Context: an optimization exercise on an open-source flow, tuned for small area, a short achievable clock period and few clock cycles. The choices shown serve that exercise and are no tape-out recipe. Function was checked by simulation only, so behaviour that the tests miss may differ from the original. Power figures rest on the tool's default switching activity, not on a simulated workload.

### flow/design.v
package rv32_types_pkg;
    typedef enum logic [3:0] {
        MEM_NOP,
        MEM_LB,
        MEM_LH,
        MEM_LW,
        MEM_LBU,
        MEM_LHU,
        MEM_SB,
        MEM_SH,
        MEM_SW
    } mem_op_t;
    typedef struct packed {
        mem_op_t            mem_op;
        logic [32-1:0]   mem_addr;
        logic [32-1:0]   wb_result;
    } exec_buffer_data_t;
endpackage
package rv32_mem_pkg;
    typedef struct packed {
        logic [32-1:0]           addr;
        logic [3:0]                 op;      
        logic [32-1:0]           data;
    } memory_request_t;
    typedef struct packed {
        logic [32-1:0]   data;
        logic               ready;
    } memory_response_t;
    typedef union packed {
        logic [3:0][7:0]    bytes;
        logic [1:0][15:0]   halves;
    } mem_word_u;
endpackage
module rv32_exec_buffer (
    input  logic                                clk,
    input  logic                                arst_n,
    input  logic                                exec_valid,
    input  rv32_types_pkg::exec_buffer_data_t   exec_data,
    input  rv32_mem_pkg::memory_response_t      response,
    output rv32_types_pkg::exec_buffer_data_t   exec_out,
    output logic                                busy,
    output logic                                wb_valid,
    output logic [32-1:0]                    wb_data
);
    rv32_types_pkg::mem_op_t    held_op;
    logic [32-1:0]           held_addr;
    logic [32-1:0]           held_data;
    logic                       capture;
    logic                       done;
    assign capture = exec_valid && !busy;
    assign done    = busy && response.ready;
    always_ff @(posedge clk or negedge arst_n) begin
        if (!arst_n) begin
            held_op  <= rv32_types_pkg::MEM_NOP;
            busy     <= 1'b0;
            wb_valid <= 1'b0;
        end else begin
            wb_valid <= done;
            if (capture) begin
                held_op <= exec_data.mem_op;
                busy    <= 1'b1;
            end else if (done) begin
                held_op <= rv32_types_pkg::MEM_NOP;
                busy    <= 1'b0;
            end
        end
    end
    always_ff @(posedge clk) begin
        if (capture) begin
            held_addr <= exec_data.mem_addr;
            held_data <= exec_data.wb_result;
        end
    end
    always_ff @(posedge clk) begin
        if (done) begin
            wb_data <= response.data;
        end
    end
    assign exec_out.mem_op    = held_op;
    assign exec_out.mem_addr  = held_addr;
    assign exec_out.wb_result = held_data;
endmodule
module rv32_load_store_unit (
    input  rv32_types_pkg::exec_buffer_data_t   exec_data,
    output rv32_mem_pkg::memory_response_t      response,
    output rv32_mem_pkg::memory_request_t       data_request,
    input  rv32_mem_pkg::memory_response_t      data_response
);
    rv32_mem_pkg::mem_word_u    load_word;
    logic [7:0]                 byte_lane;
    logic [15:0]                half_lane;
    always_comb begin
        data_request.addr = exec_data.mem_addr;
        data_request.op   = exec_data.mem_op;
        data_request.data = exec_data.wb_result;
    end
    always_comb begin
        load_word = data_response.data;
        byte_lane = load_word.bytes[exec_data.mem_addr[1:0]];
        if (exec_data.mem_addr[0]) begin
            half_lane = '0;
        end else begin
            half_lane = load_word.halves[exec_data.mem_addr[1]];
        end
    end
    always_comb begin
        response.ready = data_response.ready;
        case (exec_data.mem_op)
            rv32_types_pkg::MEM_LW: begin
                response.data = data_response.data;
            end
            rv32_types_pkg::MEM_LB: begin
                response.data = {{(32-8){byte_lane[7]}}, byte_lane};
            end
            rv32_types_pkg::MEM_LH: begin
                response.data = {{(32-16){half_lane[15]}}, half_lane};
            end
            rv32_types_pkg::MEM_LBU: begin
                response.data = {{(32-8){1'b0}}, byte_lane};
            end
            rv32_types_pkg::MEM_LHU: begin
                response.data = {{(32-16){1'b0}}, half_lane};
            end
            rv32_types_pkg::MEM_NOP: begin
                response.ready = 1'b1;
                response.data  = '0;
            end
            default: begin
                response.data = '0;
            end
        endcase
    end
endmodule
module rv32_data_memory (
    input  logic                            clk,
    input  logic                            arst_n,
    input  rv32_mem_pkg::memory_request_t   data_request,
    output rv32_mem_pkg::memory_response_t  data_response
);
    localparam int IDX_W = $clog2(64);
    logic [32-1:0]           mem [64];
    logic [IDX_W-1:0]           word_idx;
    logic                       access;
    logic                       is_store;
    logic                       ready;
    logic [32-1:0]           rd_data;
    rv32_mem_pkg::mem_word_u    cur_word;
    rv32_mem_pkg::mem_word_u    new_word;
    assign word_idx = data_request.addr[IDX_W+1:2];
    assign access   = (data_request.op != rv32_types_pkg::MEM_NOP) && !ready;
    assign is_store = (data_request.op == rv32_types_pkg::MEM_SB) ||
                      (data_request.op == rv32_types_pkg::MEM_SH) ||
                      (data_request.op == rv32_types_pkg::MEM_SW);
    always_comb begin
        cur_word = mem[word_idx];
        new_word = cur_word;
        case (data_request.op)
            rv32_types_pkg::MEM_SB: begin
                new_word.bytes[data_request.addr[1:0]] = data_request.data[7:0];
            end
            rv32_types_pkg::MEM_SH: begin
                new_word.halves[data_request.addr[1]] = data_request.data[15:0];
            end
            rv32_types_pkg::MEM_SW: begin
                new_word = data_request.data;
            end
            default: begin
                new_word = cur_word;
            end
        endcase
    end
    always_ff @(posedge clk) begin
        if (access) begin
            rd_data <= cur_word;
            if (is_store) begin
                mem[word_idx] <= new_word;
            end
        end
    end
    always_ff @(posedge clk or negedge arst_n) begin
        if (!arst_n) begin
            ready <= 1'b0;
        end else begin
            ready <= access;
        end
    end
    assign data_response.data  = rd_data;
    assign data_response.ready = ready;
endmodule
module rv32_mem_stage (
    input  logic                clk,
    input  logic                arst_n,
    input  logic                exec_valid,
    input  logic [3:0]          exec_op,
    input  logic [32-1:0]    exec_addr,
    input  logic [32-1:0]    exec_wdata,
    output logic                busy,
    output logic                wb_valid,
    output logic [32-1:0]    wb_data
);
    rv32_types_pkg::exec_buffer_data_t  exec_data;
    rv32_types_pkg::exec_buffer_data_t  exec_out;
    rv32_mem_pkg::memory_response_t     lsu_response;
    rv32_mem_pkg::memory_request_t      data_request;
    rv32_mem_pkg::memory_response_t     data_response;
    assign exec_data.mem_op    = rv32_types_pkg::mem_op_t'(exec_op);
    assign exec_data.mem_addr  = exec_addr;
    assign exec_data.wb_result = exec_wdata;
    rv32_exec_buffer u_exec_buffer (
        .clk        (clk),
        .arst_n     (arst_n),
        .exec_valid (exec_valid),
        .exec_data  (exec_data),
        .response   (lsu_response),
        .exec_out   (exec_out),
        .busy       (busy),
        .wb_valid   (wb_valid),
        .wb_data    (wb_data)
    );
    rv32_load_store_unit u_load_store_unit (
        .exec_data     (exec_out),
        .response      (lsu_response),
        .data_request  (data_request),
        .data_response (data_response)
    );
    rv32_data_memory u_data_memory (
        .clk           (clk),
        .arst_n        (arst_n),
        .data_request  (data_request),
        .data_response (data_response)
    );
endmodule
### flow/run.sh
#!/bin/bash
# synth_recipe.tcl (not shown) runs the flow's synth.tcl, then flattens the netlist and writes it again
# the make line also repeats each setting of config.mk as NAME=value (left out here)
make -C /OpenROAD-flow-scripts/flow DESIGN_CONFIG=/design/flow/config.mk WORK_HOME=/design/flow/orfs CLKGATE_MAP_FILE= SYNTH_SCRIPT=/design/flow/synth_recipe.tcl finish
### flow/config.mk
export PLATFORM = sky130hd
export DESIGN_NAME = rv32_mem_stage
export DESIGN_NICKNAME = rv32_mem_stage
export VERILOG_FILES = /design/flow/design.v
export SDC_FILE = /design/flow/constraint.sdc
export NUM_CORES = 4
export LEC_CHECK = 0
export CAP_MARGIN = 20
export CORE_MARGIN = 2
export CORE_UTILIZATION = 40
export SLEW_MARGIN = 20
### flow/constraint.sdc
create_clock -name core_clock -period 5.0 [get_ports {clk}]
set_input_delay 1.0000 -clock core_clock [delete_from_list [all_inputs] [get_ports {clk}]]
set_output_delay 1.0000 -clock core_clock [all_outputs]
set_load 0.01 [all_outputs]
==> tab_implementation.tex <==
\begin{tabular}{lr}
\hline
Metric & Value \\
\hline
\multicolumn{2}{l}{\textbf{Run status}} \\
Run status & no timing/DRC/antenna violations \\
\multicolumn{2}{l}{\textbf{Critical path}} \\
CP max FO & 64 \\
RR Endpoint & u\_data\_memory.mem[24][22] \\
WP data required & 5490 ps \\
Endpoint arrival time on the critical path & between 4000 and 5000 ps \\
Startpoint type of the worst setup path & register \\
Classification of the worst setup path & reg2reg \\
Depth of the most critical reg-to-reg path & 8 \\
Register-to-register path setup slack & 560 ps \\
Capturing element type of the critical path & register \\
\multicolumn{2}{l}{\textbf{STA}} \\
Normalized max-slew margin & 21.18\% \\
Achievable frequency & 225.4 MHz \\
Tightest hold margin & between 400 and 500 ps \\
Final Critical Period & 4436 ps \\
Setup TNS & 0 ps \\
Measured slew at the worst slew-check pin & 1170 ps \\
Final hold violation count & 0 \\
Final-report max-slew violation count & 0 \\
Setup repair after global routing missed its margin & no \\
Setup skew after layout & between 40 and 50 ps \\
Final worst-path setup slack & 564.0 ps \\
Period utilization & approximately nine tenths \\
Final-report setup violation count & 0 \\
\multicolumn{2}{l}{\textbf{Cells and area}} \\
Count of non-filler cells in the finished layout & 7245 \\
Area growth syn-to-layout & 15.84\% \\
Fin nets & 4357 \\
Share of layout cells above drive strength 1 & 24.51\% \\
\multicolumn{2}{l}{\textbf{Logic synthesis}} \\
Synthesized instance count & approximately 4000 \\
Async S/R FF share, synth & less than 1\% \\
Post-synth net total & between 4000 and 5000 \\
Average instance area after synthesis & 21.13 µm² \\
Synthesized flop and latch total & 2165 \\
Flip-flop cell with the highest count after synthesis & edfxtp\_1 \\
Count of unique library cells instantiated by Yosys & 68 \\
Number of enable-type register cells in the synthesized netlist & roughly 2200 \\
Share of synthesized area occupied by flip-flops and latches & 77.60\% \\
Number of warnings printed during yosys synthesis & 3 \\
Synthesized area & approximately 0.084 mm² \\
\multicolumn{2}{l}{\textbf{Clock network}} \\
Worst-case clock buffer depth & 3 \\
Root Driver & clkbuf\_16 \\
Clock-pin slew reported for the worst setup and hold paths after clock tree synthesis & 70 ps \\
Clock sink total & roughly 2200 \\
CTS tree & built \\
Number of H-tree levels & 4 \\
Total clock buffers created by CTS & 212 \\
Number of buffers inserted for hold repair after clock tree synthesis & 0 \\
Clk Latency, worst-skew pair & 860 ps \\
Count of cells resized by post-cts repair & 0 \\
Number of buffers inserted by post-CTS setup repair & 0 \\
\multicolumn{2}{l}{\textbf{Route}} \\
Number of routed nets with antenna violations & 0 \\
Iter 0 DRT Violations & 5912 \\
WL/cell & 31.57 µm \\
Wire length reported by the detailed router & 228.7 mm \\
First-pass DRT Iterations & 6 \\
DRC violations left & 0 \\
Routed vias/inst & 5.884 \\
Via Count & around 43000 \\
\multicolumn{2}{l}{\textbf{Placement}} \\
Port bufs & 80 \\
GPL Wtd Cong & just over 0.9 \\
Hpwl dp & 135.4 mm \\
Cell Count Post-Placement & 6852 \\
Placement Setup Slack & 744.7 ps \\
\multicolumn{2}{l}{\textbf{Die}} \\
FP Rows & 167 \\
Horiz. Die Dim & 461.3 µm \\
Num ports & around 110 \\
Die area & 0.2128 mm² \\
Die extent in y & around 460 µm \\
Initial standard-cell utilization of the core & between 40\% and 50\% \\
Area of the core & 0.2075 mm² \\
\multicolumn{2}{l}{\textbf{GRT}} \\
GRT overflow & 0 \\
Largest net degree at the start of global routing & 85 \\
GR Util All Layers & 21.45\% \\
Via count of the first global-routing pass & 42380 \\
Wire length of the first global-routing pass & 321.2 mm \\
Initial antenna violation count & 9 \\
\multicolumn{2}{l}{\textbf{Flow run}} \\
Max capacitance violation total & 0 \\
\multicolumn{2}{l}{\textbf{Hold path}} \\
Min-Delay Path Class & in2async \\
\multicolumn{2}{l}{\textbf{Pwr}} \\
Leakage power of the design & 0.03071 µW \\
Worst-case vdd ir drop & around 700 µV \\
PwrDens & $\sim$610 mW/mm² \\
\hline
\end{tabular}
## layer usage
metal / track usage, % / up-vias / wire length [µm]
li1: - / 17250 / -
met3: 4.350 / 387 / 20330
met4: 7.314 / 0 / 7990
met1: 30.67 / 23000 / 94400
met2: 32.87 / 1983 / 106000
met5: 0 / - / 0
## final cells by class
class	instances	area [µm²]
fill	17010	110600
sequential	2165	64930
multi-input combinational	1565	18340
clock buffer	263	5582
tap	2788	3488
timing repair buffer	316	3323
clock inverter	125	1152
inverter	21	82.58
antenna	2	5.005
## flip-flops by register name, summed over array words and instances (netlist names), named ones only
name and cells:
u_data_memory.mem 2048, u_data_memory.rd_data 32, u_exec_buffer.held_data 32, u_exec_buffer.wb_data 32, u_exec_buffer.held_addr 8, u_exec_buffer.held_op 4, u_data_memory.ready 1, u_exec_buffer.busy 1
u_exec_buffer.wb_valid 1
## worst max-delay path: stages, from the launching register on
cell and delay [ps]:
dfxtp_4 640, buf_4 290, buf_4 460, mux4_2 570, a22o_1 260, a221oi_1 730
o221ai_1 480, a2bb2oi_4 270, buf_4 330
## cells in the final DEF, fill, tap and decap left out, drive strengths merged, types with 16 or more instances in the layout
| master | Yosys | layout |
|---|---|---|
| a21oi | 53 | 53 |
| a221o | 22 | 22 |
| a221oi | 18 | 18 |
| a22o | 40 | 40 |
| a22oi | 78 | 78 |
| buf | 124 | 236 |
| bufinv | 0 | 16 |
| clkbuf | 84 | 263 |
| clkdlybuf4s50 | 0 | 80 |
| clkinv | 4 | 102 |
| edfxtp | 2152 | 2152 |
| inv | 17 | 21 |
| mux2i | 273 | 273 |
| mux4 | 430 | 430 |
| nand2 | 189 | 189 |
| nand3 | 34 | 34 |
| nor2 | 137 | 137 |
| o21ai | 44 | 44 |
| o221ai | 33 | 33 |
| o22ai | 32 | 32 |
## worst max path at each step
stage	startpoint	end	cells past startpoint
3_3_place_gp	register	u_data_memory.mem[46][22]	8
2_1_floorplan	u_exec_buffer.held_op[3]	u_data_memory.mem[63][0]	6
3_5_place_dp	register	u_data_memory.mem[50][23]	8
4_1_cts	register	u_data_memory.mem[50][23]	8
5_1_grt	register	u_data_memory.mem[22][11]	11
6_report	register	u_data_memory.mem[24][22]	8
## Yosys cell counts, drive strengths merged (5+ instances only)
cell type,number,share of area [%]
edfxtp,2152,77
mux4,430,12
mux2i,273,3.3
nand2,189,0.85
nor2,137,0.61
buf,124,1.0
clkbuf,84,0.38
a22oi,78,0.70
a21oi,53,0.32
o21ai,44,0.26
a22o,40,0.42
nand3,34,0.20
o221ai,33,0.35
o22ai,32,0.24
a221o,22,0.26
a221oi,18,0.19
inv,17,0.076
mux2,15,0.20
nor2b,13,0.097
nor3,11,0.066
a31oi,10,0.075
o31ai,10,0.090
a211oi,9,0.081
a32oi,9,0.094
o41ai,9,0.094
and2,8,0.060
nand2b,8,0.060
nand4,8,0.060
dfrtp,7,0.21
nor4,7,0.052
dfxtp,6,0.14
a21o,5,0.045
and3,5,0.037
ha,5,0.075
## metrics by stage
| step | total power [µW] | instance area, µm² | util [%] |
|---|---|---|---|
| after global placement | 43330 | 90100 | 43.42 |
| after global routing | 61030 | 96910 | 46.70 |
| final | 59060 | 96910 | 46.71 |
| after detailed placement | 43800 | 90100 | 43.43 |
| after CTS | 59170 | 96840 | 46.67 |
| after floorplan | 35970 | 83680 | - |
## power breakdown
group | switching, µW | total (µW) | leakage [µW] | internal [µW]
combinational | 11800 | 16900 | 0.00787 | 5090
sequential | 498 | 26700 | 0.0196 | 26200
clock | 6780 | 15500 | 0.00326 | 8740
total | 19100 | 59100 | 0.0307 | 40000
## cell families (layout without fill, tap and decap cells)
family / after synthesis / in the layout / synth area share [%]
AOI/OAI and AO/OA: 400 / 400 / 3.513
other: 0 / 2 / 0
DFF: 2165 / 2165 / 77.60
xor gates and xnor gates: 2 / 2 / 0.02094
muxes: 718 / 718 / 15.04
buffers and inverters: 229 / 725 / 1.476
adders and majority gates: 5 / 5 / 0.07478
and+or+nand+nor: 440 / 440 / 2.276
Testbench counts, summed over its fixed seeds: cycles 46,391.

[static timing again, ports no longer ideal]
The flow's constraints put no driver on any port. The routed layout listed below was extracted and timed again, unchanged, in two steps. Step 1 assumes that a clkbuf_16 drives the clock port and a buf_2 every other input. Step 2 adds t to the input delays and takes it off the output delays; t is the mean of the earliest and latest rising clock arrival at the registers after step 1. Input paths then give back, and output paths get back, about the clock's delay inside the block. Three values: ideal ports, drivers, drivers and shift; two values: the first two.
t, ns: 0.919
setup slack, ns: 0.564 / 0.564 / 0.564
worst hold slack (ns): 0.407 / 0.346 / 0.516
worst slew at a driven data input, ns: 0.07
pins driven straight from the clock port: 1
After both steps this run still meets setup and hold. The setup slack of this run moves by 0.000 ns with the drivers and by 0.000 ns with both steps.
